This design comes from an exercise in tuning for small area, a short achievable clock period and few clock cycles per item on the open sky130 flow, not from production work.
RTL that was checked went through simulation tests only; none was proved equivalent to the original.
Power figures rest on the tool's default switching activity, not on a simulated workload.

==> flow/design.v <==
package ostb_pkg;
    localparam int TIMER_COUNT_DEF = 16;
    localparam int PERIOD_BITS_DEF = 16;
    localparam int CMD_BITS    = 3;
    localparam int INDEX_BITS  = 4;
    localparam int PERIOD_W    = 16;
    localparam int MASK_BITS   = 16;
    localparam int PRESC_BITS  = 8;
    localparam logic [PRESC_BITS-1:0] PRESCALE_RESET = 8'd100;
    typedef enum logic [CMD_BITS-1:0] {
        CMD_TICK       = 3'd0,
        CMD_CONFIGURE  = 3'd1,
        CMD_START      = 3'd2,
        CMD_STOP       = 3'd3,
        CMD_DEINIT     = 3'd4,
        CMD_CLEAR_FLAG = 3'd5,
        CMD_QUERY      = 3'd6,
        CMD_DEINIT_ALL = 3'd7
    } t_cmd;
    typedef enum logic [2:0] {
        S_IDLE,
        S_EXEC,
        S_START_WR,
        S_PASS,
        S_FINISH
    } t_state;
    typedef struct packed {
        logic active;    
        logic expired;   
    } t_step;
endpackage
module ostb_ram #(
    parameter int WIDTH = 16,
    parameter int DEPTH = 16,
    localparam int AW   = (DEPTH > 1) ? $clog2(DEPTH) : 1
) (
    input  logic             i_clk,
    input  logic             i_we,
    input  logic [AW-1:0]    i_waddr,
    input  logic [WIDTH-1:0] i_wdata,
    input  logic [AW-1:0]    i_raddr,
    output logic [WIDTH-1:0] o_rdata
);
    logic [WIDTH-1:0] r_mem [DEPTH];
    logic [WIDTH-1:0] r_rdata;
    always_ff @(posedge i_clk) begin
        if (i_we) begin
            r_mem[i_waddr] <= i_wdata;
        end
        r_rdata <= r_mem[i_raddr];
    end
    assign o_rdata = r_rdata;
endmodule
module ostb_step #(
    parameter int PERIOD_BITS = 16
) (
    input  logic [PERIOD_BITS-1:0] i_period,
    input  logic [PERIOD_BITS-1:0] i_remaining,
    output logic [PERIOD_BITS-1:0] o_remaining,
    output ostb_pkg::t_step        o_res
);
    always_comb begin
        o_res.active  = (i_period != '0) && (i_remaining != '0);
        o_remaining   = i_remaining - PERIOD_BITS'(1);
        o_res.expired = o_res.active && (o_remaining == '0);
    end
endmodule
module one_shot_timer_bank #(
    parameter int TIMER_COUNT = ostb_pkg::TIMER_COUNT_DEF,
    parameter int PERIOD_BITS = ostb_pkg::PERIOD_BITS_DEF
) (
    input  logic                            i_clk,
    input  logic                            i_rst_n,
    input  logic                            i_cfg_we,
    input  logic [ostb_pkg::PRESC_BITS-1:0] i_cfg_wdata,
    input  logic                            i_cmd_valid,
    output logic                            o_cmd_ready,
    input  logic [ostb_pkg::CMD_BITS-1:0]   i_cmd,
    input  logic [ostb_pkg::INDEX_BITS-1:0] i_cmd_index,
    input  logic [ostb_pkg::PERIOD_W-1:0]   i_cmd_period,
    input  logic                            i_cmd_cben,
    output logic                            o_res_valid,
    input  logic                            i_res_ready,
    output logic                            o_res_pass_done,
    output logic [ostb_pkg::MASK_BITS-1:0]  o_res_expired_mask,
    output logic [ostb_pkg::MASK_BITS-1:0]  o_res_fire_mask,
    output logic                            o_res_elapsed
);
    localparam int NT = 16;
    localparam int PB = 16;
    localparam logic [2:0] CMD_TICK       = 3'd0;
    localparam logic [2:0] CMD_CONFIGURE  = 3'd1;
    localparam logic [2:0] CMD_START      = 3'd2;
    localparam logic [2:0] CMD_STOP       = 3'd3;
    localparam logic [2:0] CMD_DEINIT     = 3'd4;
    localparam logic [2:0] CMD_CLEAR_FLAG = 3'd5;
    localparam logic [2:0] CMD_QUERY      = 3'd6;
    localparam logic [2:0] CMD_DEINIT_ALL = 3'd7;
    logic          r_rdy;
    logic [7:0]    r_limit;
    logic [7:0]    r_presc;
    logic          r_pn;        
    logic          n_pn;
    logic [PB-1:0] r_p [NT];    
    logic [PB-1:0] r_r [NT];    
    logic [NT-1:0] r_pnz;       
    logic [NT-1:0] r_rnz;       
    logic [NT-1:0] r_flag;
    logic [NT-1:0] r_cben;
    logic          r_ov, r_sv;
    logic          r_o_pass, r_o_el;
    logic [NT-1:0] r_o_exp, r_o_fire;
    logic          r_s_pass, r_s_el;
    logic [NT-1:0] r_s_exp;
    logic          acc;
    logic          c_tick, c_cfg, c_start, c_stop, c_deinit, c_clr, c_dall, c_keep;
    logic          pass;
    logic [NT-1:0] sel;
    logic [NT-1:0] active, last, expd, dec;
    logic [PB-1:0] zlo [NT];
    logic [NT-1:0] n_flag, n_pnz, n_rnz;
    logic          elapsed;
    logic          out_free, n_ov, n_sv;
    function automatic logic [PB-1:0] zeros_below(input logic [PB-1:0] v);
        logic [PB-1:0] z;
        z[0] = 1'b1;
        for (int k = 1; k < PB; k++) z[k] = z[k-1] & !v[k-1];
        zeros_below = z;
    endfunction
    assign acc = i_cmd_valid & r_rdy;
    always_comb begin
        c_tick   = acc && (i_cmd == CMD_TICK);
        c_cfg    = acc && (i_cmd == CMD_CONFIGURE);
        c_start  = acc && (i_cmd == CMD_START);
        c_stop   = acc && (i_cmd == CMD_STOP);
        c_deinit = acc && (i_cmd == CMD_DEINIT);
        c_clr    = acc && (i_cmd == CMD_CLEAR_FLAG);
        c_dall   = acc && (i_cmd == CMD_DEINIT_ALL);
        c_keep   = (i_cmd == CMD_TICK) || (i_cmd == CMD_START) ||
                   (i_cmd == CMD_STOP) || (i_cmd == CMD_QUERY);
        pass     = c_tick & r_pn;
        sel      = NT'(1) << i_cmd_index;
    end
    always_comb begin
        for (int t = 0; t < NT; t++) begin
            active[t] = r_pnz[t] & r_rnz[t];
            zlo[t]    = zeros_below(r_r[t]);
            last[t]   = active[t] & zlo[t][PB-1] & !r_r[t][PB-1];
            expd[t]   = pass & last[t];
            dec[t]    = pass & active[t];
            n_flag[t] = r_flag[t] | expd[t];
            n_pnz[t]  = r_pnz[t];
            n_rnz[t]  = r_rnz[t] & !expd[t];
            if (sel[t] & c_cfg) begin
                n_pnz[t]  = (i_cmd_period != '0);
                n_flag[t] = 1'b0;
            end
            if (sel[t] & c_start) n_rnz[t] = r_pnz[t];
            if (sel[t] & c_stop)  n_rnz[t] = 1'b0;
            if ((sel[t] & c_deinit) | c_dall) begin
                n_pnz[t]  = 1'b0;
                n_rnz[t]  = 1'b0;
                n_flag[t] = 1'b0;
            end
            if (sel[t] & c_clr) n_flag[t] = 1'b0;
        end
        elapsed = c_keep & (r_flag[i_cmd_index] | (pass & last[i_cmd_index]));
    end
    always_ff @(posedge i_clk) begin
        for (int t = 0; t < NT; t++) begin
            if (sel[t] & c_cfg) begin
                r_p[t]    <= i_cmd_period - PB'(1);
                r_cben[t] <= i_cmd_cben;
            end
            r_r[t] <= (sel[t] & c_start) ? r_p[t] : r_r[t] ^ ({PB{dec[t]}} & zlo[t]);
        end
    end
    always_comb begin
        out_free = !r_ov | i_res_ready;
        n_ov = r_ov;
        n_sv = r_sv;
        if (out_free) begin
            n_ov = r_sv | acc;
            n_sv = r_sv & acc;
        end else if (acc) begin
            n_sv = 1'b1;
        end
    end
    always_ff @(posedge i_clk) begin
        if (out_free) begin
            if (r_sv) begin
                r_o_pass <= r_s_pass;
                r_o_exp  <= r_s_exp;
                r_o_fire <= r_s_exp & r_cben;
                r_o_el   <= r_s_el;
            end else begin
                r_o_pass <= pass;
                r_o_exp  <= expd;
                r_o_fire <= expd & r_cben;
                r_o_el   <= elapsed;
            end
        end
        if (acc & !out_free) begin
            r_s_pass <= pass;
            r_s_exp  <= expd;
            r_s_el   <= elapsed;
        end
    end
    always_comb begin
        if (i_cfg_we)    n_pn = ({1'b0, r_presc} + 9'd1 >= {1'b0, i_cfg_wdata});
        else if (pass)   n_pn = (8'd1 >= r_limit);
        else if (c_tick) n_pn = ({1'b0, r_presc} + 9'd2 >= {1'b0, r_limit});
        else             n_pn = r_pn;
    end
    always_ff @(posedge i_clk) begin
        if (!i_rst_n) begin
            r_rdy   <= 1'b1;
            r_ov    <= 1'b0;
            r_sv    <= 1'b0;
            r_limit <= 8'd100;
            r_presc <= '0;
            r_pn    <= 1'b0;
            r_pnz   <= '0;
            r_rnz   <= '0;
            r_flag  <= '0;
        end else begin
            r_ov    <= n_ov;
            r_sv    <= n_sv;
            r_rdy   <= !(n_ov & n_sv);
            r_pnz   <= n_pnz;
            r_rnz   <= n_rnz;
            r_flag  <= n_flag;
            r_pn    <= n_pn;
            if (i_cfg_we) begin
                r_limit <= i_cfg_wdata;
            end
            if (c_tick) begin
                r_presc <= pass ? 8'd0 : r_presc + 8'd1;
            end
        end
    end
    assign o_cmd_ready        = r_rdy;
    assign o_res_valid        = r_ov;
    assign o_res_pass_done    = r_o_pass;
    assign o_res_expired_mask = r_o_exp;
    assign o_res_fire_mask    = r_o_fire;
    assign o_res_elapsed      = r_o_el;
endmodule
==> flow/config.mk <==
export PLATFORM = sky130hd
export DESIGN_NAME = one_shot_timer_bank
export DESIGN_NICKNAME = one_shot_timer_bank
export VERILOG_FILES = /design/flow/design.v
export SDC_FILE = /design/flow/constraint.sdc
export NUM_CORES = 4
export LEC_CHECK = 0
export ABC_AREA = 1
export CAP_MARGIN = 20
export CORE_MARGIN = 2
export CORE_UTILIZATION = 40
export CTS_CLUSTER_DIAMETER = 100
export CTS_CLUSTER_SIZE = 30
export PLACE_DENSITY = 0.6
export SETUP_SLACK_MARGIN = 2.9
export SLEW_MARGIN = 20
==> flow/constraint.sdc <==
create_clock -name core_clock -period 5.0 [get_ports {i_clk}]
set_input_delay 1.0000 -clock core_clock [delete_from_list [all_inputs] [get_ports {i_clk}]]
set_output_delay 1.0000 -clock core_clock [all_outputs]
set_load 0.01 [all_outputs]
run.sh (not shown) runs the stock make flow with config.mk's settings and CLKGATE_MAP_FILE= SYNTH_SCRIPT=/design/flow/synth_recipe.tcl, a recipe that flattens the netlist after the stock synthesis.
Edit:
--- a/flow/design.v
+++ b/flow/design.v
@@ -100,10 +100,10 @@
     logic [7:0]    r_limit;
     logic [7:0]    r_presc;
     logic          r_pn;        
     logic          n_pn;
-    logic [PB-1:0] r_p [NT];    
-    logic [PB-1:0] r_r [NT];    
+    logic [PB-1:0] r_p [NT];
+    logic [PB-1:0] r_r [NT];
     logic [NT-1:0] r_pnz;       
     logic [NT-1:0] r_rnz;       
     logic [NT-1:0] r_flag;
     logic [NT-1:0] r_cben;
@@ -143,11 +143,11 @@
     end
     always_comb begin
         for (int t = 0; t < NT; t++) begin
             active[t] = r_pnz[t] & r_rnz[t];
+            last[t]   = active[t] & (r_r[t] == PB'(1));
+            expd[t]   = pass & last[t];
             zlo[t]    = zeros_below(r_r[t]);
-            last[t]   = active[t] & zlo[t][PB-1] & !r_r[t][PB-1];
-            expd[t]   = pass & last[t];
             dec[t]    = pass & active[t];
             n_flag[t] = r_flag[t] | expd[t];
             n_pnz[t]  = r_pnz[t];
             n_rnz[t]  = r_rnz[t] & !expd[t];
@@ -168,9 +168,9 @@
     end
     always_ff @(posedge i_clk) begin
         for (int t = 0; t < NT; t++) begin
             if (sel[t] & c_cfg) begin
-                r_p[t]    <= i_cmd_period - PB'(1);
+                r_p[t]    <= i_cmd_period;
                 r_cben[t] <= i_cmd_cben;
             end
             r_r[t] <= (sel[t] & c_start) ? r_p[t] : r_r[t] ^ ({PB{dec[t]}} & zlo[t]);
         end
Effect:
- synthesized area increases slightly
- worst setup slack gains 0.053 ns
- clock-buffer cell count decreases by 1
- global-route usage increases by 0.45 points
- fmax increases by a few percent
- die area increases slightly
- cell area decreases by a few percent
- core utilization decreases by 2.2 points
- sequential power barely changes
- sequential share of layout area increases by 1.8 points
- clock power decreases by a few percent
- final cell count increases slightly
- synthesized cell count increases by a few percent
Testbench counts after the change, summed over its fixed seeds: cycles 4,808, items 4,800.
Function not checked in the first run of this note: the RTL went through the layout flow alone.

## afterwards: timing with drivers on the ports
The flow's constraints put no driver on any port. The routed layouts listed below were extracted and timed again, unchanged, in two steps. Step 1 sets driving cells, clkbuf_16 on the clock port and buf_2 on the other inputs (assumed; they add their load-dependent delay and slew). Step 2, shift: input delay + t, output delay - t, t = (earliest + latest rising clock arrival at the registers) / 2. This alone moves slack from input paths to output paths. Slacks: ideal / step 1 / step 2; pairs: ideal / step 1.
run | t, ns | setup slack, ns | worst data-port slew with drivers (ns)
the first run | 0.651 | 2.746 / 2.689 / 2.122 | 0.12
the second run | 0.681 | 2.800 / 2.733 / 2.181 | 0.08
After both steps every run listed still meets setup and hold. For the first run, which loses most, drivers alone change the setup slack by -0.057 ns; drivers and shift together by -0.624 ns.
